What follows belongs to an exercise in optimizing a design on an open flow for small area; a production flow would make more cautious choices.
The RTL was checked by simulation tests, not by an equivalence proof against the original design.
Power and IR drop assume default switching activity. The flow treats the clock pin as an ideal source, which a real chip does not have.

==> inputs of run E <==
Design minhash_scheduler, start of the top module:
module minhash_scheduler #(
   parameter int NUM_HASH = minhash_pkg::NUM_HASH,
   parameter int COEF_W   = minhash_pkg::COEF_W
) (
   input  logic                          clk,
   input  logic                          rstN,
   input  logic                          start,
   input  logic                          coefWrEn,
   input  logic [4:0]                    coefWrAddr,
   input  logic [COEF_W-1:0]             coefWrA,
   input  logic [COEF_W-1:0]             coefWrB,
   output logic [COEF_W-1:0]             randA,
   output logic [COEF_W-1:0]             randB,
   output logic                          hashValid,
   input  logic                          dpReady,
   input  logic                          matchValid,
   input  logic                          matchBit,
   output logic                          busy,
   output logic                          done,
   output logic [minhash_pkg::SIM_W-1:0] jaccardSimilarity
);
   logic [3:0] issue_idx;
   logic [3:0] result_cnt;    
   logic [3:0] match_cnt;     
   logic [4:0] match_next;
   logic       run;
   logic       count_result;
   logic       last_result;
   assign run          = busy && !done;
   assign count_result = run && matchValid;
   assign last_result  = count_result && (result_cnt == 4'd15);
   assign match_next   = {1'b0, match_cnt} + {4'd0, matchBit};
   minhash_coef_table #(
      .NUM_HASH (NUM_HASH),
      .COEF_W   (COEF_W)
   ) u_table (
      .clk     (clk),
      .rstN    (rstN),
      .wr_en   (coefWrEn && !busy),
      .wr_addr (coefWrAddr),
      .wr_a    (coefWrA),
      .wr_b    (coefWrB),
      .rd_addr (issue_idx),
      .rd_a    (randA),
      .rd_b    (randB)
   );
   always_ff @(posedge clk) begin
      if (rstN) begin
         busy              <= 1'b0;
         done              <= 1'b0;
         hashValid         <= 1'b0;
         result_cnt        <= '0;
         match_cnt         <= '0;
         jaccardSimilarity <= '0;
      end else begin
         if (!busy) begin
            if (start) begin
               busy      <= 1'b1;
               hashValid <= 1'b1;
            end
         end else if (done) begin
            busy <= 1'b0;
            done <= 1'b0;
         end else begin
            if (hashValid && dpReady && (issue_idx == 4'd15))
               hashValid <= 1'b0;
            if (count_result) begin
  ...
==> module minhash_coef_table, before the edit <==
module minhash_coef_table #(
   parameter int NUM_HASH = 16,
   parameter int COEF_W   = 32
) (
   input  logic              clk,
   input  logic              rstN,
   input  logic              wr_en,
   input  logic [4:0]        wr_addr,
   input  logic [COEF_W-1:0] wr_a,
   input  logic [COEF_W-1:0] wr_b,
   input  logic [3:0]        rd_addr,
   output logic [COEF_W-1:0] rd_a,
   output logic [COEF_W-1:0] rd_b
);
   logic [COEF_W-1:0]   mem_a [NUM_HASH];
   logic [COEF_W-1:0]   mem_b [NUM_HASH];
   logic [NUM_HASH-1:0] valid;
   logic [NUM_HASH-1:0] wr_sel;
   logic [NUM_HASH-1:0] rd_sel;
   always_comb begin
      for (int i = 0; i < NUM_HASH; i++) begin
         wr_sel[i] = wr_en && (wr_addr == 5'(i));
         rd_sel[i] = valid[i] && (rd_addr == 4'(i));
      end
   end
   always_ff @(posedge clk) begin
      for (int i = 0; i < NUM_HASH; i++) begin
         if (wr_sel[i]) begin
            mem_a[i] <= wr_a;
            mem_b[i] <= wr_b;
         end
      end
   end
   always_ff @(posedge clk) begin
      if (rstN) valid <= '0;
      else      valid <= valid | wr_sel;
   end
   logic [COEF_W-1:0] ga [4];
   logic [COEF_W-1:0] gb [4];
   always_comb begin
      for (int g = 0; g < 4; g++) begin
         ga[g] = '0; gb[g] = '0;
         for (int e = 0; e < 4; e++) begin
            ga[g] = ga[g] | (mem_a[4*g+e] & {COEF_W{rd_sel[4*g+e]}});
            gb[g] = gb[g] | (mem_b[4*g+e] & {COEF_W{rd_sel[4*g+e]}});
         end
      end
      rd_a = (ga[0] | ga[1]) | (ga[2] | ga[3]);
      rd_b = (gb[0] | gb[1]) | (gb[2] | gb[3]);
   end
endmodule
==> flow/config.mk <==
export PLATFORM = sky130hd
export DESIGN_NAME = minhash_scheduler
export DESIGN_NICKNAME = minhash_scheduler
export VERILOG_FILES = /design/flow/design.v
export SDC_FILE = /design/flow/constraint.sdc
export NUM_CORES = 4
export LEC_CHECK = 0
export CAP_MARGIN = 20
export CORE_MARGIN = 2
export CORE_UTILIZATION = 40
export PLACE_DENSITY = 0.9
export SLEW_MARGIN = 20
==> flow/constraint.sdc <==
create_clock -name core_clock -period 5.0 [get_ports {clk}]
set_input_delay 1.0000 -clock core_clock [delete_from_list [all_inputs] [get_ports {clk}]]
set_output_delay 1.0000 -clock core_clock [all_outputs]
set_load 0.01 [all_outputs]
standard.sh (not shown) runs the stock make flow with config.mk's settings and CLKGATE_MAP_FILE= SYNTH_SCRIPT=/design/flow/synth_recipe.tcl, a recipe that flattens the netlist after the stock synthesis.
==> flow/flow/run.sh <==
#!/bin/bash
# Standard layout with three changes:
#  - synthesis maps logic with an area-recovering ABC script (flow/area.abc)
#    instead of ORFS's speed script; everything else in the synthesis,
#    including synth_recipe.tcl's flatten and rename, is unchanged;
#  - the port buffers are the smallest buffer (sky130_fd_sc_hd__buf_1);
#  - the clock tree uses larger sink clusters without dummy loads.
set -euo pipefail
W=$(pwd)
sed 's#log_cmd abc {\*}$abc_args#log_cmd abc {*}[lreplace $abc_args 1 1 '"$W"'/flow/area.abc]#' \
  "$FLOW_HOME/scripts/synth.tcl" > "$W/flow_synth.tcl"
grep -q 'flow/area.abc' "$W/flow_synth.tcl"
sed "s#\$::env(SCRIPTS_DIR)/synth.tcl#$W/flow_synth.tcl#" synth_recipe.tcl > "$W/flow_synth_recipe.tcl"
grep -q 'flow_synth.tcl' "$W/flow_synth_recipe.tcl"
bash standard.sh \
  SYNTH_SCRIPT="$W/flow_synth_recipe.tcl" \
  BUFFER_PORTS_ARGS="-buffer_cell sky130_fd_sc_hd__buf_1" \
  CTS_ARGS="-sink_clustering_enable -repair_clock_nets -buf_list sky130_fd_sc_hd__clkbuf_16 -sink_clustering_size 30 -sink_clustering_max_diameter 100 -dont_use_dummy_load" \
  finish > standard_flow.log 2>&1
==> flow/flow/area.abc <==
&get -n
&st
&syn2
&dch
&nf -R 1000
&put
==> inputs of run F, as changes to run E <==
--- a/flow/design.v
+++ b/flow/design.v
@@ -53,16 +53,11 @@
       else      valid <= valid | wr_sel;
    end
-   logic [COEF_W-1:0] ga [4];
-   logic [COEF_W-1:0] gb [4];
    always_comb begin
-      for (int g = 0; g < 4; g++) begin
-         ga[g] = '0; gb[g] = '0;
-         for (int e = 0; e < 4; e++) begin
-            ga[g] = ga[g] | (mem_a[4*g+e] & {COEF_W{rd_sel[4*g+e]}});
-            gb[g] = gb[g] | (mem_b[4*g+e] & {COEF_W{rd_sel[4*g+e]}});
-         end
+      rd_a = '0;
+      rd_b = '0;
+      for (int i = 0; i < NUM_HASH; i++) begin
+         rd_a = rd_a | (mem_a[i] & {COEF_W{rd_sel[i]}});
+         rd_b = rd_b | (mem_b[i] & {COEF_W{rd_sel[i]}});
       end
-      rd_a = (ga[0] | ga[1]) | (ga[2] | ga[3]);
-      rd_b = (gb[0] | gb[1]) | (gb[2] | gb[3]);
    end
 endmodule
==> flow/run.sh (new file) <==
#!/bin/bash
# synth_recipe.tcl (not shown) runs the flow's synth.tcl, then flattens the netlist and writes it again
# the make line also repeats each setting of config.mk as NAME=value (left out here)
make -C /OpenROAD-flow-scripts/flow DESIGN_CONFIG=/design/flow/config.mk WORK_HOME=/design/flow/orfs CLKGATE_MAP_FILE= SYNTH_SCRIPT=/design/flow/synth_recipe.tcl finish
Settings changed: PLACE_DENSITY 0.9 to default.
removed: flow/flow/run.sh
removed: flow/flow/area.abc
removed: flow/standard.sh
==> notes <==
Against run F, the sequential share of layout area of run E is higher by 7.0 points.
Synthesized cell count: run F is larger than run E (about 5%).
In run E the critical path depth is lower than in run F, by 1.
Against run F, the via count of run E is higher by about 3.3%.
Of run F and run E, run F has the higher clock power (gap about 90%, measured against run E).
Between run E and run F, the lower hold slack is in run F (gap 0.031 ns).
In run F the count of clock-buffer cells in the layout is higher than in run E, by 89.
Core utilization: run E is lower than run F (2.8 points).
Against run F, the global-route usage of run E is lower by 0.34 points.
Against run E, the cell count of run F is higher by about 7%.


==> job 5827: inputs <==
==> flow/design.v <==
`timescale 1ns/1ps
`default_nettype none
package minhash_pkg;
   localparam int NUM_HASH = 16;
   localparam int COEF_W   = 32;
   localparam int SIM_W    = 5;
   localparam int IDX_W    = 5;
   typedef enum logic [1:0] {
      ST_IDLE  = 2'd0,
      ST_ISSUE = 2'd1,
      ST_WAIT  = 2'd2,
      ST_DONE  = 2'd3
   } state_t;
endpackage
`default_nettype wire
`timescale 1ns/1ps
`default_nettype none
module minhash_coef_table #(
   parameter int NUM_HASH = 16,
   parameter int COEF_W   = 32
) (
   input  logic              clk,
   input  logic              rstN,
   input  logic              wr_en,
   input  logic [4:0]        wr_addr,
   input  logic [COEF_W-1:0] wr_a,
   input  logic [COEF_W-1:0] wr_b,
   input  logic [3:0]        rd_addr,
   output logic [COEF_W-1:0] rd_a,
   output logic [COEF_W-1:0] rd_b
);
   logic [COEF_W-1:0]   mem_a [NUM_HASH];
   logic [COEF_W-1:0]   mem_b [NUM_HASH];
   logic [NUM_HASH-1:0] valid;
   logic [NUM_HASH-1:0] wr_sel;
   logic [NUM_HASH-1:0] rd_sel;
   always_comb begin
      for (int i = 0; i < NUM_HASH; i++) begin
         wr_sel[i] = wr_en && (wr_addr == 5'(i));
         rd_sel[i] = valid[i] && (rd_addr == 4'(i));
      end
   end
   always_ff @(posedge clk) begin
      for (int i = 0; i < NUM_HASH; i++) begin
         if (wr_sel[i]) begin
            mem_a[i] <= wr_a;
            mem_b[i] <= wr_b;
         end
      end
   end
   always_ff @(posedge clk) begin
      if (rstN) valid <= '0;
      else      valid <= valid | wr_sel;
   end
   logic [COEF_W-1:0] ga [4];
   logic [COEF_W-1:0] gb [4];
   always_comb begin
      for (int g = 0; g < 4; g++) begin
         ga[g] = '0; gb[g] = '0;
         for (int e = 0; e < 4; e++) begin
            ga[g] = ga[g] | (mem_a[4*g+e] & {COEF_W{rd_sel[4*g+e]}});
            gb[g] = gb[g] | (mem_b[4*g+e] & {COEF_W{rd_sel[4*g+e]}});
         end
      end
      rd_a = (ga[0] | ga[1]) | (ga[2] | ga[3]);
      rd_b = (gb[0] | gb[1]) | (gb[2] | gb[3]);
   end
endmodule
`default_nettype wire
`timescale 1ns/1ps
`default_nettype none
module minhash_scheduler #(
   parameter int NUM_HASH = minhash_pkg::NUM_HASH,
   parameter int COEF_W   = minhash_pkg::COEF_W
) (
   input  logic                          clk,
   input  logic                          rstN,
   input  logic                          start,
   input  logic                          coefWrEn,
   input  logic [4:0]                    coefWrAddr,
   input  logic [COEF_W-1:0]             coefWrA,
   input  logic [COEF_W-1:0]             coefWrB,
   output logic [COEF_W-1:0]             randA,
   output logic [COEF_W-1:0]             randB,
   output logic                          hashValid,
   input  logic                          dpReady,
   input  logic                          matchValid,
   input  logic                          matchBit,
   output logic                          busy,
   output logic                          done,
   output logic [minhash_pkg::SIM_W-1:0] jaccardSimilarity
);
   logic [3:0] issue_idx;
   logic [3:0] result_cnt;    
   logic [3:0] match_cnt;     
   logic [4:0] match_next;
   logic       run;
   logic       count_result;
   logic       last_result;
   assign run          = busy && !done;
   assign count_result = run && matchValid;
   assign last_result  = count_result && (result_cnt == 4'd15);
   assign match_next   = {1'b0, match_cnt} + {4'd0, matchBit};
   minhash_coef_table #(
      .NUM_HASH (NUM_HASH),
      .COEF_W   (COEF_W)
   ) u_table (
      .clk     (clk),
      .rstN    (rstN),
      .wr_en   (coefWrEn && !busy),
      .wr_addr (coefWrAddr),
      .wr_a    (coefWrA),
      .wr_b    (coefWrB),
      .rd_addr (issue_idx),
      .rd_a    (randA),
      .rd_b    (randB)
   );
   always_ff @(posedge clk) begin
      if (rstN) begin
         busy              <= 1'b0;
         done              <= 1'b0;
         hashValid         <= 1'b0;
         result_cnt        <= '0;
         match_cnt         <= '0;
         jaccardSimilarity <= '0;
      end else begin
         if (!busy) begin
            if (start) begin
               busy      <= 1'b1;
               hashValid <= 1'b1;
            end
         end else if (done) begin
            busy <= 1'b0;
            done <= 1'b0;
         end else begin
            if (hashValid && dpReady && (issue_idx == 4'd15))
               hashValid <= 1'b0;
            if (count_result) begin
               result_cnt <= result_cnt + 4'd1;
               match_cnt  <= match_next[3:0];
            end
            if (last_result) begin
               hashValid         <= 1'b0;
               done              <= 1'b1;
               match_cnt         <= '0;
               jaccardSimilarity <= match_next;
            end
         end
      end
   end
   always_ff @(posedge clk) begin
      if (!busy)
         issue_idx <= '0;
      else if (hashValid && dpReady)
         issue_idx <= issue_idx + 4'd1;
   end
endmodule
`default_nettype wire
==> flow/flow/run.sh <==
#!/bin/bash
# Standard layout with three changes:
#  - synthesis maps logic with an area-recovering ABC script (flow/area.abc)
#    instead of ORFS's speed script; everything else in the synthesis,
#    including synth_recipe.tcl's flatten and rename, is unchanged;
#  - the port buffers are the smallest buffer (sky130_fd_sc_hd__buf_1);
#  - the clock tree uses larger sink clusters without dummy loads.
set -euo pipefail
W=$(pwd)
sed 's#log_cmd abc {\*}$abc_args#log_cmd abc {*}[lreplace $abc_args 1 1 '"$W"'/flow/area.abc]#' \
  "$FLOW_HOME/scripts/synth.tcl" > "$W/flow_synth.tcl"
grep -q 'flow/area.abc' "$W/flow_synth.tcl"
sed "s#\$::env(SCRIPTS_DIR)/synth.tcl#$W/flow_synth.tcl#" synth_recipe.tcl > "$W/flow_synth_recipe.tcl"
grep -q 'flow_synth.tcl' "$W/flow_synth_recipe.tcl"
bash standard.sh \
  SYNTH_SCRIPT="$W/flow_synth_recipe.tcl" \
  BUFFER_PORTS_ARGS="-buffer_cell sky130_fd_sc_hd__buf_1" \
  CTS_ARGS="-sink_clustering_enable -repair_clock_nets -buf_list sky130_fd_sc_hd__clkbuf_16 -sink_clustering_size 30 -sink_clustering_max_diameter 100 -dont_use_dummy_load" \
  finish > standard_flow.log 2>&1
==> flow/flow/area.abc <==
&get -n
&st
&syn2
&dch
&nf -R 1000
&put
==> flow/standard.sh <==
#!/bin/bash
# synth_recipe.tcl (not shown) runs the flow's synth.tcl, then flattens the netlist and writes it again
# the make line also repeats each setting of config.mk as NAME=value (left out here)
make -C /OpenROAD-flow-scripts/flow DESIGN_CONFIG=/design/flow/config.mk WORK_HOME=/design/flow/orfs CLKGATE_MAP_FILE= SYNTH_SCRIPT=/design/flow/synth_recipe.tcl "${@:-finish}"
==> flow/config.mk <==
export PLATFORM = sky130hd
export DESIGN_NAME = minhash_scheduler
export DESIGN_NICKNAME = minhash_scheduler
export VERILOG_FILES = /design/flow/design.v
export SDC_FILE = /design/flow/constraint.sdc
export NUM_CORES = 4
export LEC_CHECK = 0
export CAP_MARGIN = 20
export CORE_MARGIN = 2
export CORE_UTILIZATION = 40
export PLACE_DENSITY = 0.8
export SLEW_MARGIN = 20
==> flow/constraint.sdc <==
create_clock -name core_clock -period 5.0 [get_ports {clk}]
set_input_delay 1.0000 -clock core_clock [delete_from_list [all_inputs] [get_ports {clk}]]
set_output_delay 1.0000 -clock core_clock [all_outputs]
set_load 0.01 [all_outputs]
==> inputs of job 8905, as changes to job 5827 <==
--- a/flow/flow/run.sh
+++ b/flow/flow/run.sh
@@ -15,5 +15,5 @@
 bash standard.sh \
   SYNTH_SCRIPT="$W/flow_synth_recipe.tcl" \
   BUFFER_PORTS_ARGS="-buffer_cell sky130_fd_sc_hd__buf_1" \
-  CTS_ARGS="-sink_clustering_enable -repair_clock_nets -buf_list sky130_fd_sc_hd__clkbuf_16 -sink_clustering_size 30 -sink_clustering_max_diameter 100 -dont_use_dummy_load" \
+  CTS_ARGS="-sink_clustering_enable -repair_clock_nets -buf_list sky130_fd_sc_hd__clkbuf_16 -sink_clustering_size 34 -sink_clustering_max_diameter 90 -dont_use_dummy_load" \
   finish > standard_flow.log 2>&1
==> qor.yml <==
num_antenna_cells: 4
hold_slack_ns: 0.488
run_status: "finished clean"
design_area_mm2: 0.0408
setup_ws_ns: 0.651
# the run above: job 8905

==> qor.yml <==
setup_ws_ns: 0.551
bufAreaShareNonClock_pct: 2.71
num_antenna_cells: 5
run_status: "finished clean"
design_area_mm2: 0.0409
# the run above: job 5827

==> static timing again, ports no longer ideal <==
In the flow no input, the clock included, has a driving cell. The finished layouts below were timed again as built, in two steps. Step 1 sets driving cells, clkbuf_16 on the clock port and buf_2 on the other inputs (assumed; they add their load-dependent delay and slew). Step 2, shift: input delay + t, output delay - t, t = (earliest + latest rising clock arrival at the registers) / 2. This alone moves slack from input paths to output paths. a / b / c = ideal ports / drivers / drivers and shift; a / b = the first two.
run	t, ns	setup slack, ns	worst setup path at the end	worst data-port slew with drivers (ns)	pins driven straight from the clock port
run E	0.649	0.609 / 0.545 / 1.195	register to output	0.11	1
run F	0.733	0.115 / 0.046 / 0.779	register to output	0.13	1
job 5827	0.641	0.551 / 0.489 / 1.130	register to output	0.17	1
job 8905	0.631	0.651 / 0.589 / 1.220	register to output	0.15	1
After both steps every run listed still meets setup and hold.
